This design comes from an exercise in tuning for a short achievable clock period and few clock cycles on the open sky130 flow, not from production work.
Function was checked by simulation only, so behaviour that the tests miss may differ from the original.
The flow treats the clock pin as an ideal source, which a real chip does not have.
Power and IR drop assume default switching activity.

--- flow/flow/run.sh ---
#!/bin/bash
# The standard layout, with one more timing repair after clock tree synthesis
# (post_cts.tcl, run by ORFS's POST_CTS_TCL hook). Each tool's output goes to
# ORFS's own logs under orfs/logs; what standard.sh prints goes to standard.log.
set -euo pipefail
export POST_CTS_TCL="$PWD/flow/post_cts.tcl"
bash standard.sh > standard.log 2>&1
--- flow/design.v ---
module aluUnit #(
    parameter int W = 16
) (
    input  logic [4:0]   fnHot,
    input  logic [W-1:0] a,
    input  logic [W-1:0] b,
    output logic [W-1:0] y,
    output logic         carryAddOut,
    output logic         carrySubOut
);
    logic [W-1:0] sum, diff;
    logic borrow;
    assign {carryAddOut, sum} = {1'b0, a} + {1'b0, b};
    assign {borrow, diff} = {1'b0, a} - {1'b0, b};
    assign carrySubOut = !borrow;
    assign y = ({W{fnHot[0]}} & sum)
             | ({W{fnHot[1]}} & diff)
             | ({W{fnHot[2]}} & (a & b))
             | ({W{fnHot[3]}} & (a | b))
             | ({W{fnHot[4]}} & (a ^ b));
endmodule
module controlDecoder (
    input  logic [31:0] instr,
    output logic [20:0] word
);
    logic [2:0] op;
    logic [7:0] low;
    always_comb begin
        op = 3'd0;
        if (instr[31:26] == 6'b000000) begin
            case (instr[5:0])
                6'b100000: op = 3'd1;
                6'b100010: op = 3'd2;
                6'b100100: op = 3'd3;
                6'b100101: op = 3'd4;
                6'b100110: op = 3'd5;
                default: op = 3'd0;
            endcase
        end else if (instr[31:26] == 6'b100011) begin
            op = 3'd6;
        end else if (instr[31:26] == 6'b101011) begin
            op = 3'd7;
        end
    end
    assign low = (op == 3'd6 || op == 3'd7) ? instr[7:0] : {3'b000, instr[15:11]};
    assign word = {op, instr[25:21], instr[20:16], low};
endmodule
module registerFile (
    input  logic        clk,
    input  logic        reset,
    input  logic [31:1] selA,
    input  logic [31:1] selB,
    input  logic [31:1] writeHot,
    input  logic [31:0] writeData,
    output logic [31:0] dataA,
    output logic [31:0] dataB
);
    logic [31:0] regs [1:31];
    logic [31:0] writeBus;
    assign writeBus = reset ? 32'd0 : writeData;
    always_ff @(posedge clk) begin
        for (int i = 1; i < 32; i++) begin
            if (reset || writeHot[i]) begin
                regs[i] <= writeBus;
            end
        end
    end
    always_comb begin
        dataA = '0;
        dataB = '0;
        for (int i = 1; i < 32; i++) begin
            dataA = dataA | ({32{selA[i]}} & regs[i]);
            dataB = dataB | ({32{selB[i]}} & regs[i]);
        end
    end
endmodule
module fetchStage (
    input  logic        clk,
    input  logic        reset,
    input  logic        advance,
    input  logic        loadEnable,
    input  logic        loadToData,
    input  logic [5:0]  loadAddr,
    input  logic [31:0] loadData,
    output logic [31:0] pc,
    output logic [20:0] slot0,
    output logic [20:0] slot1,
    output logic [20:0] slot2
);
    localparam logic [31:0] resetPc = 32'd100;
    logic [20:0] ring [64];
    logic [20:0] loadWord;
    logic pendLoad;
    logic [5:0] pendAddr;
    logic [31:0] pendData;
    always_ff @(posedge clk) begin
        pendLoad <= loadEnable && !loadToData;
        pendAddr <= loadAddr;
        pendData <= loadData;
    end
    controlDecoder predecode (
        .instr(pendData),
        .word(loadWord)
    );
    logic turn;
    logic [63:0] hit;
    assign turn = !reset && advance;
    always_comb begin
        for (int i = 0; i < 64; i++) begin
            hit[i] = pendLoad && pendAddr == (turn ? 6'((i + 26) % 64) : 6'((i + 25) % 64));
        end
    end
    always_ff @(posedge clk) begin
        for (int i = 0; i < 64; i++) begin
            if (hit[i]) begin
                ring[i] <= loadWord;
            end else if (turn) begin
                ring[i] <= ring[(i + 1) % 64];
            end
        end
    end
    assign slot0 = ring[0];
    assign slot1 = ring[1];
    assign slot2 = ring[2];
    logic [31:0] nextPc;
    always_ff @(posedge clk) begin
        if (reset) begin
            nextPc <= resetPc + 32'd4;
            pc <= resetPc;
        end else if (advance) begin
            nextPc <= nextPc + 32'd4;
            pc <= nextPc;
        end
    end
endmodule
module decodeStage (
    input  logic        clk,
    input  logic        reset,
    input  logic        loadEnable,
    input  logic        loadToData,
    input  logic [5:0]  loadAddr,
    input  logic [20:0] slot0,
    input  logic [20:0] slot1,
    input  logic [20:0] slot2,
    input  logic [31:1] wbHot,
    input  logic [31:0] wbFwdN,
    output logic        stall,
    output logic        exWrites,
    output logic [4:0]  exDest,
    output logic [4:0]  exFnHot,
    output logic        exCarryAdd,
    output logic        exCarrySub,
    output logic        exFwdA,
    output logic        exFwdB,
    output logic        exFwdStore,
    output logic [15:0] exOpAH,
    output logic [15:0] exOpBH,
    output logic [31:0] exStoreB,
    output logic [15:0] resL,
    output logic [63:0] exLoadSel,
    output logic [63:0] exStoreSel
);
    localparam logic [2:0] opLoad = 3'd6;
    localparam logic [2:0] opStore = 3'd7;
    function automatic logic [4:0] fRs(input logic [20:0] w);
        fRs = w[17:13];
    endfunction
    function automatic logic [4:0] fRt(input logic [20:0] w);
        fRt = w[12:8];
    endfunction
    function automatic logic fIsLoad(input logic [20:0] w);
        fIsLoad = w[20:18] == opLoad;
    endfunction
    function automatic logic fIsAlu(input logic [20:0] w);
        fIsAlu = w[20:18] != 3'd0 && w[20:18] != opLoad && w[20:18] != opStore;
    endfunction
    function automatic logic [4:0] fDest(input logic [20:0] w);
        fDest = fIsLoad(w) ? w[12:8] : w[4:0];
    endfunction
    function automatic logic fWrites(input logic [20:0] w);
        fWrites = (fIsLoad(w) || fIsAlu(w)) && fDest(w) != 5'd0;
    endfunction
    function automatic logic [31:1] fHot(input logic [4:0] r);
        for (int i = 1; i < 32; i++) begin
            fHot[i] = r == 5'(i);
        end
    endfunction
    logic stallNext;
    logic [20:0] next;
    logic [31:1] selA, selB;
    assign stallNext = !reset && !stall && fIsLoad(slot0) && fWrites(slot0)
                       && ((slot1[20:18] != 3'd0 && fRs(slot1) == fDest(slot0))
                           || (fIsAlu(slot1) && fRt(slot1) == fDest(slot0)));
    always_ff @(posedge clk) begin
        stall <= reset ? loadEnable && !loadToData && (loadAddr == 6'd25 || loadAddr == 6'd26)
                       : stallNext;
    end
    assign next = (reset || stall) ? slot0 : slot1;
    always_ff @(posedge clk) begin
        selA <= (reset || stall || stallNext) ? fHot(fRs(slot1)) : fHot(fRs(slot2));
        selB <= (reset || stall || stallNext) ? fHot(fRt(slot1)) : fHot(fRt(slot2));
    end
    logic [31:0] regA, regB, readA, readB;
    logic hit0A, hit0B;
    logic nHit0A, nHit0B, nHit1A, nHit1B, nHit2A, nHit2B;
    logic [2:0] pickLowA, pickLowB;
    logic [2:1] pickFullA, pickFullB;
    registerFile rf (
        .clk(clk),
        .reset(reset),
        .selA(selA),
        .selB(selB),
        .writeHot(wbHot),
        .writeData(~wbFwdN),
        .dataA(regA),
        .dataB(regB)
    );
    assign nHit0A = !reset && !stall && fWrites(slot0) && fDest(slot0) == fRs(next);
    assign nHit0B = !reset && !stall && fWrites(slot0) && fDest(slot0) == fRt(next);
    assign nHit1A = exWrites && exDest == fRs(next);
    assign nHit1B = exWrites && exDest == fRt(next);
    assign nHit2A = |(wbHot & fHot(fRs(next)));
    assign nHit2B = |(wbHot & fHot(fRt(next)));
    always_ff @(posedge clk) begin
        readA <= nHit2A ? ~wbFwdN : regA;
        readB <= nHit2B ? ~wbFwdN : regB;
        hit0A <= nHit0A;
        hit0B <= nHit0B;
        pickLowA <= {!nHit0A && !nHit1A, !nHit0A && nHit1A, nHit0A};
        pickLowB <= {!nHit0B && !nHit1B, !nHit0B && nHit1B, nHit0B};
        pickFullA <= {!nHit1A, nHit1A};
        pickFullB <= {!nHit1B, nHit1B};
    end
    logic [2:0] op;
    logic [4:0] fnHot;
    logic [31:0] fullA, fullB;
    logic [15:0] lowA, lowB, yL;
    logic carryAdd, carrySub;
    logic [7:0] addrSum;
    logic [7:0] highHot, lowHot, loadHigh, storeHigh;
    logic [63:0] loadHot, storeHot;
    assign op = slot0[20:18];
    always_comb begin
        for (int i = 0; i < 5; i++) begin
            fnHot[i] = op == 3'(i + 1);
        end
    end
    assign fullA = ({32{pickFullA[1]}} & ~wbFwdN) | ({32{pickFullA[2]}} & readA);
    assign fullB = ({32{pickFullB[1]}} & ~wbFwdN) | ({32{pickFullB[2]}} & readB);
    assign lowA = ({16{pickLowA[0]}} & resL) | ({16{pickLowA[1]}} & ~wbFwdN[15:0])
                | ({16{pickLowA[2]}} & readA[15:0]);
    assign lowB = ({16{pickLowB[0]}} & resL) | ({16{pickLowB[1]}} & ~wbFwdN[15:0])
                | ({16{pickLowB[2]}} & readB[15:0]);
    aluUnit #(.W(16)) aluLow (
        .fnHot(fnHot),
        .a(lowA),
        .b(lowB),
        .y(yL),
        .carryAddOut(carryAdd),
        .carrySubOut(carrySub)
    );
    logic [7:0] baseSrc [3];
    logic [7:0] baseSum [3];
    assign baseSrc[0] = resL[7:0];
    assign baseSrc[1] = ~wbFwdN[7:0];
    assign baseSrc[2] = readA[7:0];
    always_comb begin
        addrSum = '0;
        for (int k = 0; k < 3; k++) begin
            baseSum[k] = baseSrc[k] + slot0[7:0];
            addrSum = addrSum | ({8{pickLowA[k]}} & baseSum[k]);
        end
    end
    always_comb begin
        for (int i = 0; i < 8; i++) begin
            highHot[i] = addrSum[7:5] == 3'(i);
            lowHot[i] = addrSum[4:2] == 3'(i);
        end
        loadHigh = highHot & {8{op == opLoad}};
        storeHigh = highHot & {8{op == opStore}};
        for (int i = 0; i < 64; i++) begin
            loadHot[i] = loadHigh[i / 8] && lowHot[i % 8];
            storeHot[i] = storeHigh[i / 8] && lowHot[i % 8];
        end
    end
    always_ff @(posedge clk) begin
        if (reset || stall) begin
            exWrites <= 1'b0;
            exFnHot <= '0;
            exLoadSel <= '0;
            exStoreSel <= '0;
        end else begin
            exWrites <= fWrites(slot0);
            exFnHot <= fnHot;
            exLoadSel <= loadHot;
            exStoreSel <= storeHot;
        end
    end
    always_ff @(posedge clk) begin
        resL <= yL;
        exDest <= fDest(slot0);
        exFwdA <= hit0A;
        exFwdB <= hit0B;
        exFwdStore <= hit0B && op == opStore;
        exCarryAdd <= carryAdd;
        exCarrySub <= carrySub;
        exOpAH <= fullA[31:16];
        exOpBH <= fullB[31:16];
        exStoreB <= fullB;
    end
endmodule
module executeStage (
    input  logic        clk,
    input  logic        reset,
    input  logic        exWrites,
    input  logic [4:0]  exDest,
    input  logic [4:0]  exFnHot,
    input  logic        exCarryAdd,
    input  logic        exCarrySub,
    input  logic        exFwdA,
    input  logic        exFwdB,
    input  logic        exFwdStore,
    input  logic [15:0] exOpAH,
    input  logic [15:0] exOpBH,
    input  logic [31:0] exStoreB,
    input  logic [15:0] resL,
    input  logic [63:0] exLoadSel,
    input  logic [63:0] exStoreSel,
    input  logic        loadEnable,
    input  logic        loadToData,
    input  logic [5:0]  loadAddr,
    input  logic [31:0] loadData,
    output logic [31:1] wbHot,
    output logic [31:0] wbFwdN,
    output logic        wbEnable,
    output logic [4:0]  wbDest,
    output logic [31:0] wbData
);
    logic [15:0] resH, a, b, yH, sum, diff;
    logic [31:0] storeData, loadWord, y;
    logic [16:0] sumWide, diffWide;
    assign a = exFwdA ? resH : exOpAH;
    assign b = exFwdB ? resH : exOpBH;
    assign storeData = exFwdStore ? ~wbFwdN : exStoreB;
    assign sumWide = {a, exCarryAdd} + {b, exCarryAdd};
    assign diffWide = {a, exCarrySub} + {~b, exCarrySub};
    assign sum = sumWide[16:1];
    assign diff = diffWide[16:1];
    assign yH = ({16{exFnHot[0]}} & sum)
              | ({16{exFnHot[1]}} & diff)
              | ({16{exFnHot[2]}} & (a & b))
              | ({16{exFnHot[3]}} & (a | b))
              | ({16{exFnHot[4]}} & (a ^ b));
    memoryStage memory (
        .clk(clk),
        .reset(reset),
        .loadSel(exLoadSel),
        .storeSel(exStoreSel),
        .storeData(storeData),
        .loadEnable(loadEnable),
        .loadToData(loadToData),
        .loadAddr(loadAddr),
        .loadData(loadData),
        .loadWord(loadWord)
    );
    assign y = {yH, resL} | loadWord;
    always_ff @(posedge clk) begin
        resH <= yH;
        wbData <= y;
        wbFwdN <= ~y;
        for (int i = 1; i < 32; i++) begin
            wbHot[i] <= !reset && exWrites && exDest == 5'(i);
        end
    end
    always_ff @(posedge clk) begin
        if (reset) begin
            wbEnable <= 1'b0;
            wbDest <= 5'd0;
        end else begin
            wbEnable <= exWrites;
            wbDest <= exDest;
        end
    end
endmodule
module memoryStage (
    input  logic        clk,
    input  logic        reset,
    input  logic [63:0] loadSel,
    input  logic [63:0] storeSel,
    input  logic [31:0] storeData,
    input  logic        loadEnable,
    input  logic        loadToData,
    input  logic [5:0]  loadAddr,
    input  logic [31:0] loadData,
    output logic [31:0] loadWord
);
    logic [31:0] dmem [64];
    logic portWrite;
    logic [63:0] portHot;
    logic [31:0] portData;
    logic [31:0] writeData;
    always_ff @(posedge clk) begin
        portWrite <= loadEnable && loadToData;
        for (int i = 0; i < 64; i++) begin
            portHot[i] <= loadEnable && loadToData && loadAddr == 6'(i);
        end
        portData <= loadData;
    end
    assign writeData = portWrite ? portData : storeData;
    always_ff @(posedge clk) begin
        for (int i = 0; i < 64; i++) begin
            if (portHot[i] || (storeSel[i] && !reset && !portWrite)) begin
                dmem[i] <= writeData;
            end
        end
    end
    always_comb begin
        loadWord = '0;
        for (int i = 0; i < 64; i++) begin
            loadWord = loadWord | ({32{loadSel[i]}} & dmem[i]);
        end
    end
endmodule
module cpuTop (
    input  logic        clk,
    input  logic        reset,
    input  logic        loadEnable,
    input  logic        loadToData,
    input  logic [5:0]  loadAddr,
    input  logic [31:0] loadData,
    output logic [31:0] pc,
    output logic        wbEnable,
    output logic [4:0]  wbDest,
    output logic [31:0] wbData
);
    logic stall;
    logic [20:0] slot0, slot1, slot2;
    logic exWrites, exFwdA, exFwdB, exFwdStore, exCarryAdd, exCarrySub;
    logic [4:0] exDest, exFnHot;
    logic [15:0] exOpAH, exOpBH, resL;
    logic [31:0] exStoreB;
    logic [63:0] exLoadSel, exStoreSel;
    logic [31:1] wbHot;
    logic [31:0] wbFwdN;
    fetchStage fetch (
        .clk(clk),
        .reset(reset),
        .advance(!stall),
        .loadEnable(loadEnable),
        .loadToData(loadToData),
        .loadAddr(loadAddr),
        .loadData(loadData),
        .pc(pc),
        .slot0(slot0),
        .slot1(slot1),
        .slot2(slot2)
    );
    decodeStage decode (
        .clk(clk),
        .reset(reset),
        .loadEnable(loadEnable),
        .loadToData(loadToData),
        .loadAddr(loadAddr),
        .slot0(slot0),
        .slot1(slot1),
        .slot2(slot2),
        .wbHot(wbHot),
        .wbFwdN(wbFwdN),
        .stall(stall),
        .exWrites(exWrites),
        .exDest(exDest),
        .exFnHot(exFnHot),
        .exCarryAdd(exCarryAdd),
        .exCarrySub(exCarrySub),
        .exFwdA(exFwdA),
        .exFwdB(exFwdB),
        .exFwdStore(exFwdStore),
        .exOpAH(exOpAH),
        .exOpBH(exOpBH),
        .exStoreB(exStoreB),
        .resL(resL),
        .exLoadSel(exLoadSel),
        .exStoreSel(exStoreSel)
    );
    executeStage execute (
        .clk(clk),
        .reset(reset),
        .exWrites(exWrites),
        .exDest(exDest),
        .exFnHot(exFnHot),
        .exCarryAdd(exCarryAdd),
        .exCarrySub(exCarrySub),
        .exFwdA(exFwdA),
        .exFwdB(exFwdB),
        .exFwdStore(exFwdStore),
        .exOpAH(exOpAH),
        .exOpBH(exOpBH),
        .exStoreB(exStoreB),
        .resL(resL),
        .exLoadSel(exLoadSel),
        .exStoreSel(exStoreSel),
        .loadEnable(loadEnable),
        .loadToData(loadToData),
        .loadAddr(loadAddr),
        .loadData(loadData),
        .wbHot(wbHot),
        .wbFwdN(wbFwdN),
        .wbEnable(wbEnable),
        .wbDest(wbDest),
        .wbData(wbData)
    );
endmodule
--- flow/standard.sh ---
#!/bin/bash
# synth_recipe.tcl (not shown) runs the flow's synth.tcl, then flattens the netlist and writes it again
# the make line also repeats each setting of config.mk as NAME=value (left out here)
make -C /OpenROAD-flow-scripts/flow DESIGN_CONFIG=/design/flow/config.mk WORK_HOME=/design/flow/orfs CLKGATE_MAP_FILE= SYNTH_SCRIPT=/design/flow/synth_recipe.tcl "${@:-finish}"
--- flow/config.mk ---
export PLATFORM = sky130hd
export DESIGN_NAME = cpuTop
export DESIGN_NICKNAME = cpuTop
export VERILOG_FILES = /design/flow/design.v
export SDC_FILE = /design/flow/constraint.sdc
export NUM_CORES = 4
export LEC_CHECK = 0
export ABC_CLOCK_PERIOD_IN_PS = 2500
export CAP_MARGIN = 20
export CORE_MARGIN = 2
export CORE_UTILIZATION = 38
export SETUP_SLACK_MARGIN = 3.3
export SLEW_MARGIN = 20
export TNS_END_PERCENT = 100
--- flow/flow/post_cts.tcl ---
# Sourced by ORFS's cts.tcl after its own repair, before 4_1_cts.odb is written.
# 1. The output port buffers that buffer_ports made from delay cells become
#    plain buffers (each port keeps its one buffer).
# 2. Setup repair again, aiming at a 2.6 ns period, over all violating
#    endpoints, twice, then hold repair,
#    then legalise the placement.
set resized 0
foreach inst [get_cells output*] {
  if { [string match "*dly*" [get_property $inst ref_name]] } {
    replace_cell $inst sky130_fd_sc_hd__buf_4
    incr resized
  }
}
puts "post_cts: $resized output buffers made plain"
estimate_parasitics -placement
report_worst_slack
foreach pass {1 2} {
  repair_timing -setup -setup_margin 3.4 -repair_tns 100 -verbose
  report_worst_slack
}
repair_timing -hold -hold_margin 0 -verbose
detailed_placement
check_placement -verbose
estimate_parasitics -placement
report_worst_slack
report_worst_slack -min
--- flow/constraint.sdc ---
create_clock -name core_clock -period 6.0 [get_ports {clk}]
set_input_delay 1.2000 -clock core_clock [delete_from_list [all_inputs] [get_ports {clk}]]
set_output_delay 1.2000 -clock core_clock [all_outputs]
set_load 0.01 [all_outputs]
==> summary.txt, run 1 <==
Routing
  – Drt wl/cell: 37.6 µm
  – DR vias/cell: 6.57
  – DRT iter0 DRCs: 25,600
  – DRC viols: 0
  – Vias: 142,000
  – Total wire length: 811,000 µm
  – DR pass1 iterations: 15
  – Post-DRT Antenna Nets: 0

STA
  – Worst Skew: 0.124 ns
  – Achievable clock frequency: 0.319 GHz
  – Relative slew slack: -0.0747
  – Unrepaired setup endpoints after global routing: yes
  – Final hold slack: 0.443 ns
  – Slew Viols, Final: 5
  – Final setup TNS: 0 ns
  – Final Setup Violations: 0
  – Min Tclk post-route: 3.14 ns
  – Least-Margin Pin Slew: 1.61 ns
  – Period utilization: 0.523
  – Final Hold Viols: 0

Power and ir drop
  – Peak supply drop: 0.309 mV
  – Pwr Total: 0.0923 W
  – Pwr dens: 392 nW/µm²
  – P_leak: 82.8 nW

Global route
  – Initial antenna violation count: 71
  – Vias in the first global route: 130,000
  – Overflow after GRT: 0
  – Total GRT Usage: 0.298
  – Largest net degree at the start of global routing: 65
  – First-pass GRT wire length: 1,080,000 µm

Critical path
  – Most common cell on crit path: buf_12
  – Critical path startpoint category: flop
  – CP bufs+invs: 3
  – Worst Reg-to-Reg Cells: 12
  – CP max stage cell: or4_4
  – Slowest stage delay, CP: 0.48 ns
  – CP Class: reg2reg
  – Required @ worst endpoint: 6.97 ns
  – Worst-path maximum fanout: 4
  – Delay-heaviest family, CP: compound AO/OA/AOI/OAI gates
  – Worst path cell trace: buf_12 > buf_12 > mux2i_4 > inv_2 > ha_4 > or2_4 > nor2_4 > a31oi_4 > o41a_1 > a211oi_2 > o2bb2ai_2 > or4_4
  – Crit. End Element: flop
  – Critical path depth: 12
  – Critical Path AT: 4.11 ns

Synthesis
  – Unique masters post-synth: 86
  – Mux cell area share after synthesis: 0.0292
  – Compound-gate portion of the synthesized area: 0.121
  – Ys async rst share: 0
  – Post-synth EDFFs: 4,384
  – Seq/Total Area, Yosys: 0.737
  – Post-Synth XOR/XNOR Area: 0.00331
  – Top_reg_cell synth: edfxtp_1
  – Main combinational cell family by area after synthesis: compound AO/OA/AOI/OAI gates
  – Area share of fa/ha/maj cells after synthesis: 0.00770
  – Average cell area after synthesis: 14.2 µm²
  – Warnings from Yosys: 11
  – Seq cells post-synth: 5,010
  – Mapped Cells: 13,700
  – Area share of and/or/nand/nor cells after synthesis: 0.0811
  – Syn Std Cell Area: 196,000 µm²

Cells and area
  – Share of cells above drive strength 1: 0.219
  – Multi-input gate area: 55,500 µm²
  – Nets: 14,500
  – Commonest non-fill, non-tap cell in the layout: edfxtp_1
  – Area grow syn2layout: 20.2%
  – Fill cells: 43,900
  – Sequential Area: 145,000 µm²
  – Commonest cells after routing, fill and taps aside: edfxtp_1 (4,384), nand2_1 (1,969), a22oi_1 (1,129)

Clock network
  – Clock slew at reported path FFs: 0.06 ns
  – CTS Sinks: 5,010
  – CTS tree: built
  – Clock latency on the worst-skew pair: 1.17 ns

Die
  – Core area: 513,000 µm²
  – Initial cell density of the core: 0.382
  – Die Ht: 722 µm
  – Total Die Area: 521,000 µm²
  – I/O pins: 112
  – Width of the die: 722 µm
  – # rows: 263

Placement
  – HPWL Detailed: 416,000 µm
  – Port Buffers: 109
  – GPL Wtd Cong: 0.926

Outcome
  – Status: failed layout checks
  – Violated Checks: max-capacitance violations, max-slew violations

Worst hold path
  – Class of the tightest hold or removal check: reg2reg
  – Worst hold path stage count: 2

Run
  – Max-cap viol count: 1
## state kept, by name, summed over array words and instances (netlist names), 32 cells and up
signal and count:
decode.exStoreSel 64, execute.wbFwdN 32, execute.memory.portData 32, decode.exLoadSel 64
execute.memory.dmem 2048, execute.wbData 32, execute.memory.portHot 64, decode.readA 32
decode.rf.regs 992, decode.readB 32, fetch.ring 1344
## cell usage after synthesis, types with 65 or more instances
master,count,area share
nor3_1,151,0.0039
a22o_1,394,0.018
nand3_1,307,0.0078
a22oi_1,1136,0.044
mux2i_1,176,0.0090
clkbuf_1,815,0.016
a221oi_1,409,0.018
nand4_1,266,0.0085
a21oi_1,85,0.0022
buf_1,80,0.0015
ha_1,114,0.0073
o21ai_0,867,0.022
mux2_2,342,0.020
nand2_1,2112,0.041
inv_1,182,0.0035
dfxtp_1,626,0.064
nor2b_1,65,0.0021
edfxtp_1,4384,0.67
a21o_1,83,0.0032
a222oi_1,82,0.0042
nor2_1,439,0.0084
## layer usage
| layer | up-vias | wire, µm | global-route usage |
|---|---|---|---|
| li1 | 54800 | - | - |
| met1 | 69800 | 277000 | 0.369 |
| met2 | 13200 | 329000 | 0.423 |
| met3 | 3795 | 135000 | 0.132 |
| met4 | 64 | 69300 | 0.190 |
| met5 | - | 927 | 0.00786 |
## worst min-delay path, stage by stage, from the launching register on
cell and delay (ns):
dfxtp_1 0.31, nand2_1 0.04, o21ai_0 0.06
## final cells by class
type / count / share of cell area
flip-flops and latches: 5010 / 0.614
well taps: 6757 / 0.0359
diodes: 56 / 0.000595
multi-input cells: 7687 / 0.236
inverters: 183 / 0.00293
repair buffers: 902 / 0.0382
clock inverters: 282 / 0.0115
clock buffers: 669 / 0.0607
## through the flow
stage,setup WS (ns),std cells,utilization,area (µm²)
2_1_floorplan,2.67,13700,-,200000
3_3_place_gp,1.42,20100,0.406,208000
3_5_place_dp,1.34,20100,0.406,208000
5_1_grt,2.78,21500,0.459,235000
6_report,2.86,21500,0.459,235000
## report_power, final
group / switching [W] / leakage (nW) / internal, W
clock: 0.0145 / 8.29 / 0.0183
sequential: 0.00214 / 47.2 / 0.0423
combinational: 0.00984 / 27.4 / 0.00528
total: 0.0265 / 82.8 / 0.0659
## final timing paths
kind | from | end | slack (ns)
worst max register to register | decode.exFwdB$_DFF_P_ | execute.wbData[30]$_DFF_P_ | 2.86
worst min register to register | decode.readA[31]$_DFF_P_ | decode.exOpAH[15]$_DFF_P_ | 0.44
worst min-delay path | decode.readA[31]$_DFF_P_ | decode.exOpAH[15]$_DFF_P_ | 0.44
worst max-delay path | decode.exFwdB$_DFF_P_ | execute.wbData[30]$_DFF_P_ | 2.86
## kinds of logic after synthesis
group,Yosys count
AO/OA/AOI/OAI,3285
XOR/XNOR,74
adder cells (fa/ha/maj),118
buffers and inverters,1105
flip-flops,5010
multiplexers,525
other,1
AND/OR/NAND/NOR,3626
Testbench counts, summed over its fixed seeds: cycles 8,357.
==> inputs of run 2 (changes only) <==
--- a/flow/design.v
+++ b/flow/design.v
@@ -154,4 +154,5 @@
     output logic        exFwdB,
     output logic        exFwdStore,
+    output logic        exIsLoad,
     output logic [15:0] exOpAH,
     output logic [15:0] exOpBH,
@@ -303,4 +304,5 @@
         exFwdB <= hit0B;
         exFwdStore <= hit0B && op == opStore;
+        exIsLoad <= op == opLoad;
         exCarryAdd <= carryAdd;
         exCarrySub <= carrySub;
@@ -321,4 +323,5 @@
     input  logic        exFwdB,
     input  logic        exFwdStore,
+    input  logic        exIsLoad,
     input  logic [15:0] exOpAH,
     input  logic [15:0] exOpBH,
@@ -364,5 +367,5 @@
         .loadWord(loadWord)
     );
-    assign y = {yH, resL} | loadWord;
+    assign y = exIsLoad ? loadWord : {yH, resL};
     always_ff @(posedge clk) begin
         resH <= yH;
@@ -436,5 +439,5 @@
     logic stall;
     logic [20:0] slot0, slot1, slot2;
-    logic exWrites, exFwdA, exFwdB, exFwdStore, exCarryAdd, exCarrySub;
+    logic exWrites, exFwdA, exFwdB, exFwdStore, exIsLoad, exCarryAdd, exCarrySub;
     logic [4:0] exDest, exFnHot;
     logic [15:0] exOpAH, exOpBH, resL;
@@ -476,4 +479,5 @@
         .exFwdB(exFwdB),
         .exFwdStore(exFwdStore),
+        .exIsLoad(exIsLoad),
         .exOpAH(exOpAH),
         .exOpBH(exOpBH),
@@ -494,4 +498,5 @@
         .exFwdB(exFwdB),
         .exFwdStore(exFwdStore),
+        .exIsLoad(exIsLoad),
         .exOpAH(exOpAH),
         .exOpBH(exOpBH),
--- a/flow/flow/post_cts.tcl
+++ b/flow/flow/post_cts.tcl
@@ -2,5 +2,5 @@
 # 1. The output port buffers that buffer_ports made from delay cells become
 #    plain buffers (each port keeps its one buffer).
-# 2. Setup repair again, aiming at a 2.6 ns period, over all violating
+# 2. Setup repair again, aiming at a 2.7 ns period, over all violating
 #    endpoints, twice, then hold repair,
 #    then legalise the placement.
@@ -16,5 +16,5 @@
 report_worst_slack
 foreach pass {1 2} {
-  repair_timing -setup -setup_margin 3.4 -repair_tns 100 -verbose
+  repair_timing -setup -setup_margin 3.3 -repair_tns 100 -verbose
   report_worst_slack
 }
--- a/flow/config.mk
+++ b/flow/config.mk
@@ -9,6 +9,6 @@
 export CAP_MARGIN = 20
 export CORE_MARGIN = 2
-export CORE_UTILIZATION = 38
-export SETUP_SLACK_MARGIN = 3.3
+export CORE_UTILIZATION = 40
+export SETUP_SLACK_MARGIN = 3.1
 export SLEW_MARGIN = 20
 export TNS_END_PERCENT = 100
==> run 2 against run 1 <==
Against the previous run: critical endpoint is now decode.resL[15]$_DFF_P_; highest routed layer unchanged; via count is 2.1% lower; non-clock buffer count down 12; die area down 5.0%; cell count shrank 2.3%; now clean on timing, DRC and antenna.
==> summary.txt, run 2 <==
Outcome
  – Status: no timing/DRC/antenna violations (was failed layout checks)

STA
  – Achievable clock frequency: 0.309 GHz (was 0.319 GHz)
  – Final setup TNS: 0 ns (unchanged)
  – Period utilization: 0.540 (was 0.523)
  – Final Hold Viols: 0 (unchanged)
  – Worst Skew: 0.120 ns (was 0.124 ns)
  – Unrepaired setup endpoints after global routing: yes (unchanged)
  – Relative slew slack: 0.116 (was -0.0747)
  – Final Setup Violations: 0 (unchanged)
  – Least-Margin Pin Slew: 1.32 ns (was 1.61 ns)
  – Min Tclk post-route: 3.24 ns (was 3.14 ns)
  – Final hold slack: 0.429 ns (was 0.443 ns)
  – Slew Viols, Final: 0 (was 5)

Clock network
  – CTS Sinks: 5,011 (was 5,010)
  – Clock latency on the worst-skew pair: 1.17 ns (about the same)
  – Clock slew at reported path FFs: 0.07 ns (was 0.06 ns)
  – CTS tree: built (unchanged)

Power and ir drop
  – Peak supply drop: 0.314 mV (was 0.309 mV)
  – P_leak: 81.5 nW (was 82.8 nW)
  – Pwr dens: 395 nW/µm² (was 392 nW/µm²)

Die
  – I/O pins: 112 (unchanged)
  – Total Die Area: 495,000 µm² (was 521,000 µm²)
  – Core area: 487,000 µm² (was 513,000 µm²)
  – # rows: 256 (was 263)
  – Die Ht: 704 µm (was 722 µm)
  – Width of the die: 704 µm (was 722 µm)
  – Initial cell density of the core: 0.402 (was 0.382)

Placement
  – Port Buffers: 109 (unchanged)
  – HPWL Detailed: 425,000 µm (was 416,000 µm)
  – GPL Wtd Cong: 0.930 (was 0.926)
  – Area after DPL: 207,000 µm² (was 208,000 µm²)

Worst hold path
  – Worst hold path stage count: 2 (unchanged)
  – Class of the tightest hold or removal check: reg2reg (unchanged)

Synthesis
  – Synth top area share: 0.673 (about the same)
  – Top-count cell post-synth: edfxtp_1 (unchanged)
  – Post-synth EDFFs: 4,384 (unchanged)
  – Synth cell count leaders: edfxtp_1 (4,384), nand2_1 (2,051), o21ai_0 (840) (was edfxtp_1 (4,384), nand2_1 (2,112), a22oi_1 (1,136))
  – Average cell area after synthesis: 14.4 µm² (was 14.2 µm²)
  – Cell taking the most area after synthesis: edfxtp_1 (unchanged)
  – Syn Std Cell Area: 196,000 µm² (about the same)
  – Seq/Total Area, Yosys: 0.737 (about the same)
  – Unique masters post-synth: 84 (was 86)
  – Top_reg_cell synth: edfxtp_1 (unchanged)
  – Seq cells post-synth: 5,011 (was 5,010)
  – Mapped Cells: 13,600 (was 13,700)
  – Synth area leaders: edfxtp_1 (67%), dfxtp_1 (6.4%), nand2_1 (3.9%) (was edfxtp_1 (67%), dfxtp_1 (6.4%), a22oi_1 (4.4%))
  – Ys async rst share: 0 (unchanged)
  – Warnings from Yosys: 11 (unchanged)

Cells and area
  – Finished Core Util: 0.479 (was 0.459)
  – Area grow syn2layout: 19.0% (was 20.2%)
  – Nets: 14,300 (was 14,500)
  – Design area: 233,000 µm² (was 235,000 µm²)
  – Fill cells: 41,100 (was 43,900)
  – Commonest cells after routing, fill and taps aside: edfxtp_1 (4,384), nand2_1 (1,945), a22oi_1 (828) (was edfxtp_1 (4,384), nand2_1 (1,969), a22oi_1 (1,129))
  – Largest registers: execute.memory.dmem x2048, fetch.ring x1344, decode.rf.regs x992 (unchanged)
  – Commonest non-fill, non-tap cell in the layout: edfxtp_1 (unchanged)
  – Share of cells above drive strength 1: 0.207 (was 0.219)
  – Top reg by flops: execute.memory.dmem (unchanged)
  – Max FFs per register: 2,048 (unchanged)

Routing
  – Post-DRT Antenna Nets: 0 (unchanged)
  – DR pass1 iterations: 14 (was 15)
  – Total wire length: 783,000 µm (was 811,000 µm)
  – DR vias/cell: 6.58 (was 6.57)
  – DRC viols: 0 (unchanged)
  – DRT iter0 DRCs: 25,600 (about the same)
  – Vias: 139,000 (was 142,000)
  – Drt wl/cell: 37.2 µm (was 37.6 µm)

Critical path
  – Crit. End Element: flop (unchanged)
  – Worst-path maximum fanout: 6 (was 4)
  – Critical path startpoint category: flop (unchanged)
  – Critical Path AT: 4.28 ns (was 4.11 ns)
  – Worst Reg-to-Reg Cells: 15 (was 12)
  – CP Class: reg2reg (unchanged)
  – Required @ worst endpoint: 7.04 ns (was 6.97 ns)

Global route
  – First-pass GRT wire length: 1,060,000 µm (was 1,080,000 µm)
  – Initial antenna violation count: 47 (was 71)
  – Total GRT Usage: 0.306 (was 0.298)
  – Vias in the first global route: 129,000 (was 130,000)
  – Overflow after GRT: 0 (unchanged)
  – Largest net degree at the start of global routing: 100 (was 65)

Run
  – Max-cap viol count: 0 (was 1)
-- run 2: cell type report --
cell class	instances	area (µm²)	share of cell area
diodes	42	105	0.000451
clock buffers	694	14400	0.0620
clock inverters	254	2580	0.0111
inverters	180	709	0.00304
multi-input cells	7535	53600	0.230
flip-flops and latches	5011	145000	0.621
well taps	6450	8070	0.0346
repair buffers	890	8890	0.0382
-- run 2: kinds of logic (layout without fill, tap and decap cells) --
logic type / Yosys count / in the layout / share of synthesized area
AO/OA/AOI/OAI: 3279 / 3285 / 0.123
XOR/XNOR: 75 / 75 / 0.00336
adder cells (fa/ha/maj): 118 / 118 / 0.00770
buffers and inverters: 1103 / 2018 / 0.0216
flip-flops: 5011 / 5011 / 0.737
multiplexers: 530 / 532 / 0.0294
other: 1 / 44 / 0.0000192
AND/OR/NAND/NOR: 3509 / 3523 / 0.0785
-- run 2: worst paths after layout --
kind | startpoint | to | slack (ns)
min | decode.readB[31]$_DFF_P_ | decode.exOpBH[15]$_DFF_P_ | 0.43
min reg2reg | decode.readB[31]$_DFF_P_ | decode.exOpBH[15]$_DFF_P_ | 0.43
max reg2reg | decode.pickLowA[1]$_DFF_P_ | decode.resL[15]$_DFF_P_ | 2.76
max | decode.pickLowA[1]$_DFF_P_ | decode.resL[15]$_DFF_P_ | 2.76
-- run 2: routing by layer --
layer	part of all wire	up-vias	track usage
met4	0.077	56	0.181
met5	0.00083	-	0.00243
met2	0.41	12200	0.440
met3	0.16	3300	0.120
met1	0.35	68800	0.390
li1	-	54300	-
-- run 2: report_power, final --
group          leakage, nW  switching [W]  internal (W)  total [W]
Sequential            47.2        0.00205        0.0422     0.0442
Combinational         26.0        0.00955       0.00543     0.0150
Clock                 8.31         0.0142        0.0187     0.0329
-- run 2: critical path, stage by stage (launching register included) --
cell,delay [ns]
dfxtp_2,0.33
buf_12,0.14
clkinv_8,0.07
nor2_1,0.06
a221oi_4,0.22
inv_2,0.13
buf_4,0.16
ha_4,0.15
or2_4,0.25
o221ai_4,0.17
a2bb2oi_2,0.10
a221o_1,0.39
o41ai_4,0.31
o21bai_1,0.13
o311a_1,0.31
o211ai_1,0.21
-- run 2: per-stage QoR --
| step | instances | power [W] | worst slack, ns |
|---|---|---|---|
| 6_report | 21100 | 0.0921 | 2.76 |
| 5_1_grt | 21000 | 0.0941 | 2.65 |
| 3_5_place_dp | 19700 | 0.0547 | 1.52 |
| 3_3_place_gp | 19700 | 0.0546 | 1.58 |
| 2_1_floorplan | 13600 | 0.0499 | 2.44 |
Testbench counts of run 2, summed over its fixed seeds: cycles 8,357.
==> inputs of run 3 (changes only) <==
--- a/flow/config.mk
+++ b/flow/config.mk
@@ -9,5 +9,6 @@
 export CAP_MARGIN = 20
 export CORE_MARGIN = 2
-export CORE_UTILIZATION = 40
+export CORE_UTILIZATION = 45
+export PLACE_DENSITY = 0.62
 export SETUP_SLACK_MARGIN = 3.1
 export SLEW_MARGIN = 20
==> run 3 against run 2 <==
Against the previous run: count of clock-buffer cells in the layout is 19 lower; sequential cell count unchanged; non-clock buffer count shrank 18; sequential share of layout area grew 0.26 points; global-route usage grew 2.8 points; worst setup slack better by 0.089 ns; die area is 11% lower; first-iteration DRC count fell by 2.9%; maximum frequency up 2.8%; sequential power about the same; register-to-register slack better by 0.09 ns; synthesized area is the same.
==> summary.txt, run 3 <==
Worst hold path
  – Class of the tightest hold or removal check: reg2reg (unchanged)
  – Hold EP: decode.exOpBH[10]$_DFF_P_ (was decode.exOpBH[15]$_DFF_P_)
  – Hold Path Origin: decode.readB[26]$_DFF_P_ (was decode.readB[31]$_DFF_P_)
  – Worst hold path stage count: 2 (unchanged)

Critical path
  – Worst Reg-to-Reg Cells: 10 (was 15)
  – Reg-to-reg critical path startpoint: decode.exFwdA$_DFF_P_ (was decode.pickLowA[1]$_DFF_P_)
  – CP max stage cell: dfxtp_4 (was a221o_1)
  – Slowest stage delay, CP: 0.44 ns (was 0.39 ns)
  – Required @ worst endpoint: 7.01 ns (was 7.04 ns)
  – CP bufs+invs: 1 (was 4)
  – Crit. End Element: flop (unchanged)
  – Worst path cell trace: mux2i_2 > inv_1 > ha_2 > o311a_4 > or3_4 > a31o_4 > a2111oi_4 > o31ai_2 > a311oi_2 > or2_4 (was buf_12 > clkinv_8 > nor2_1 > a221oi_4 > inv_2 > buf_4 > ha_4 > or2_4 > o221ai_4 > a2bb2oi_2 > a221o_1 > o41ai_4 > o21bai_1 > o311a_1 > o211ai_1)
  – CP Class: reg2reg (unchanged)
  – RR Endpoint: execute.wbFwdN[29]$_DFF_P_ (was decode.resL[15]$_DFF_P_)
  – Critical Path AT: 4.16 ns (was 4.28 ns)
  – Critical path startpoint category: flop (unchanged)
  – Worst-path maximum fanout: 6 (unchanged)
  – Delay-heaviest family, CP: compound AO/OA/AOI/OAI gates (unchanged)
  – CP Launch Point: decode.exFwdA$_DFF_P_ (was decode.pickLowA[1]$_DFF_P_)
  – Flop-to-flop setup slack: 2.85 ns (was 2.76 ns)

Synthesis
  – Synth cell count leaders: edfxtp_1 (4,384), nand2_1 (2,051), o21ai_0 (840) (unchanged)
  – Synth area leaders: edfxtp_1 (67%), dfxtp_1 (6.4%), nand2_1 (3.9%) (unchanged)
  – Unique masters post-synth: 84 (unchanged)
  – Mapped Cells: 13,600 (unchanged)
  – Top-count cell post-synth: edfxtp_1 (unchanged)
  – Seq cells post-synth: 5,011 (unchanged)
  – Cell taking the most area after synthesis: edfxtp_1 (unchanged)
  – Average cell area after synthesis: 14.4 µm² (unchanged)
  – Synth top area share: 0.673 (unchanged)
  – Top_reg_cell synth: edfxtp_1 (unchanged)
  – Ys async rst share: 0 (unchanged)
  – Warnings from Yosys: 11 (unchanged)
  – Post-synth EDFFs: 4,384 (unchanged)
  – Syn Std Cell Area: 196,000 µm² (unchanged)
  – Seq/Total Area, Yosys: 0.737 (unchanged)

STA
  – Final WS setup: 2.85 ns (was 2.76 ns)
  – Slew Viols, Final: 0 (unchanged)
  – Min Tclk post-route: 3.15 ns (was 3.24 ns)
  – Least-Margin Pin Slew: 1.40 ns (was 1.32 ns)
  – Final setup TNS: 0 ns (unchanged)
  – Achievable clock frequency: 0.318 GHz (was 0.309 GHz)
  – Relative slew slack: 0.0681 (was 0.116)
  – Period utilization: 0.525 (was 0.540)
  – Worst Skew: 0.139 ns (was 0.120 ns)
  – Unrepaired setup endpoints after global routing: yes (unchanged)
  – Final Hold Viols: 0 (unchanged)
  – Final Setup Violations: 0 (unchanged)

Clock network
  – CTS Sinks: 5,011 (unchanged)
  – CTS tree: built (unchanged)
  – Clock slew at reported path FFs: 0.06 ns (was 0.07 ns)
  – Clock latency on the worst-skew pair: 1.11 ns (was 1.17 ns)

Cells and area
  – Fill cells: 34,600 (was 41,100)
  – Nets: 14,300 (about the same)
  – Commonest cells after routing, fill and taps aside: edfxtp_1 (4,384), nand2_1 (1,946), a22oi_1 (829) (was edfxtp_1 (4,384), nand2_1 (1,945), a22oi_1 (828))
  – Finished Core Util: 0.535 (was 0.479)
  – Commonest non-fill, non-tap cell in the layout: edfxtp_1 (unchanged)
  – Top reg by flops: execute.memory.dmem (unchanged)
  – Max FFs per register: 2,048 (unchanged)
  – Largest registers: execute.memory.dmem x2048, fetch.ring x1344, decode.rf.regs x992 (unchanged)
  – Share of cells above drive strength 1: 0.208 (was 0.207)
  – Area grow syn2layout: 18.6% (was 19.0%)

Power and ir drop
  – P_leak: 81.5 nW (about the same)
  – Peak supply drop: 0.347 mV (was 0.314 mV)
  – Pwr dens: 391 nW/µm² (was 395 nW/µm²)

Run
  – Max-cap viol count: 0 (unchanged)

Routing
  – DRT iter0 DRCs: 24,800 (was 25,600)
  – DRC viols: 0 (unchanged)
  – Vias: 138,000 (was 139,000)
  – DR vias/cell: 6.81 (was 6.58)
  – Drt wl/cell: 37.6 µm (was 37.2 µm)
  – Post-DRT Antenna Nets: 0 (unchanged)
  – DR pass1 iterations: 17 (was 14)
  – Total wire length: 763,000 µm (was 783,000 µm)

Global route
  – Initial antenna violation count: 45 (was 47)
  – First-pass GRT wire length: 1,040,000 µm (was 1,060,000 µm)
  – Largest net degree at the start of global routing: 93 (was 100)
  – Total GRT Usage: 0.334 (was 0.306)
  – Vias in the first global route: 130,000 (was 129,000)
  – Overflow after GRT: 0 (unchanged)

Die
  – Total Die Area: 440,000 µm² (was 495,000 µm²)
  – I/O pins: 112 (unchanged)
  – # rows: 242 (was 256)
  – Initial cell density of the core: 0.451 (was 0.402)
  – Core area: 434,000 µm² (was 487,000 µm²)
  – Width of the die: 664 µm (was 704 µm)
  – Die Ht: 664 µm (was 704 µm)

Placement
  – Place WS: 1.27 ns (was 1.52 ns)
  – HPWL Detailed: 416,000 µm (was 425,000 µm)
  – Port Buffers: 109 (unchanged)
  – GPL Wtd Cong: 0.914 (was 0.930)

Outcome
  – Status: no timing/DRC/antenna violations (unchanged)
[run 3: cells by family (layout without fill, tap and decap cells)]
family | count (synthesis) | count (layout) | share of synthesized area
buf+inv | 1103 | 2002 | 0.0216
compound gates | 3279 | 3279 | 0.123
mux | 530 | 531 | 0.0294
fa+ha+maj | 118 | 118 | 0.00770
other cells | 1 | 47 | 0.0000192
simple gates | 3509 | 3518 | 0.0785
xor+xnor | 75 | 75 | 0.00336
flops | 5011 | 5011 | 0.737
[run 3: area by class of cell]
cell class | count | area [µm²] | area share
sequential | 5011 | 145000 | 0.623
multi-input combinational | 7523 | 53900 | 0.232
clock buffer | 675 | 14100 | 0.0610
timing repair buffer | 872 | 8920 | 0.0384
tap | 5734 | 7170 | 0.0309
clock inverter | 275 | 2420 | 0.0104
inverter | 180 | 742 | 0.00320
antenna | 45 | 113 | 0.000485
[run 3: worst min-delay path, stage by stage (launching register included)]
cell     delay [ns]
dfxtp_1        0.31
nand2_1        0.04
o21ai_0        0.05
[run 3: layer usage]
metal / vias to the layer above / wire, µm / share of wire / global-route usage
met5: - / 414 / 0.00054 / 0.00358
met4: 41 / 59600 / 0.078 / 0.202
met3: 3268 / 120000 / 0.16 / 0.124
met2: 12300 / 322000 / 0.42 / 0.488
met1: 68400 / 261000 / 0.34 / 0.424
li1: 54200 / - / - / -
[run 3: worst max-delay path by stage]
stage                                    to  slack, ns  depth (start not counted)
2_1_floorplan  fetch.ring[22][11]$_DFFE_PP_       2.44                         10
3_3_place_gp    fetch.ring[57][6]$_DFFE_PP_       1.29                          7
3_5_place_dp    fetch.ring[57][2]$_DFFE_PP_       1.27                          7
5_1_grt             decode.selB[25]$_DFF_P_       2.72                         16
6_report         execute.wbFwdN[29]$_DFF_P_       2.85                         10
[run 3: through the flow]
stage          hold WS (ns)  cell area [µm²]  instances  total power (W)
2_1_floorplan         0.329           198000      13600           0.0499
3_3_place_gp          0.417           206000      19000           0.0544
3_5_place_dp          0.416           206000      19000           0.0545
5_1_grt               0.468           232000      20300           0.0928
6_report              0.436           232000      20300           0.0908
[run 3: power breakdown]
part           switching [W]  internal [W]  leakage (nW)
logic                0.00947       0.00524          26.2
clock network         0.0141        0.0180          8.10
registers            0.00188        0.0422          47.2
total                 0.0254        0.0654          81.5

[static timing again, ports no longer ideal]
In the flow no input, the clock included, has a driving cell. The finished layouts below were timed again as built, in two steps.
Step 1: set_driving_cell puts a clkbuf_16 on clk and a buf_2 on each other input, an assumption about the parent block.
Step 2 also shifts input and output timing later by t, the mid clock arrival at the registers, as if the neighbouring blocks saw the same clock.
Slacks: ideal / step 1 / step 2; pairs: ideal / step 1.
run | shift t [ns] | slack for setup (ns) | latest minus earliest clock arrival (ns) | pins driven straight from the clock port
run 1 | 1.230 | 2.861 / 2.861 / 2.168 | 0.137 / 0.137 | 1
run 2 | 1.210 | 2.762 / 2.762 / 1.968 | 0.130 / 0.130 | 1
run 3 | 1.163 | 2.851 / 2.851 / 1.997 | 0.145 / 0.144 | 1
For run 3, which loses most, drivers alone change the setup slack by 0.000 ns; drivers and shift together by -0.854 ns.
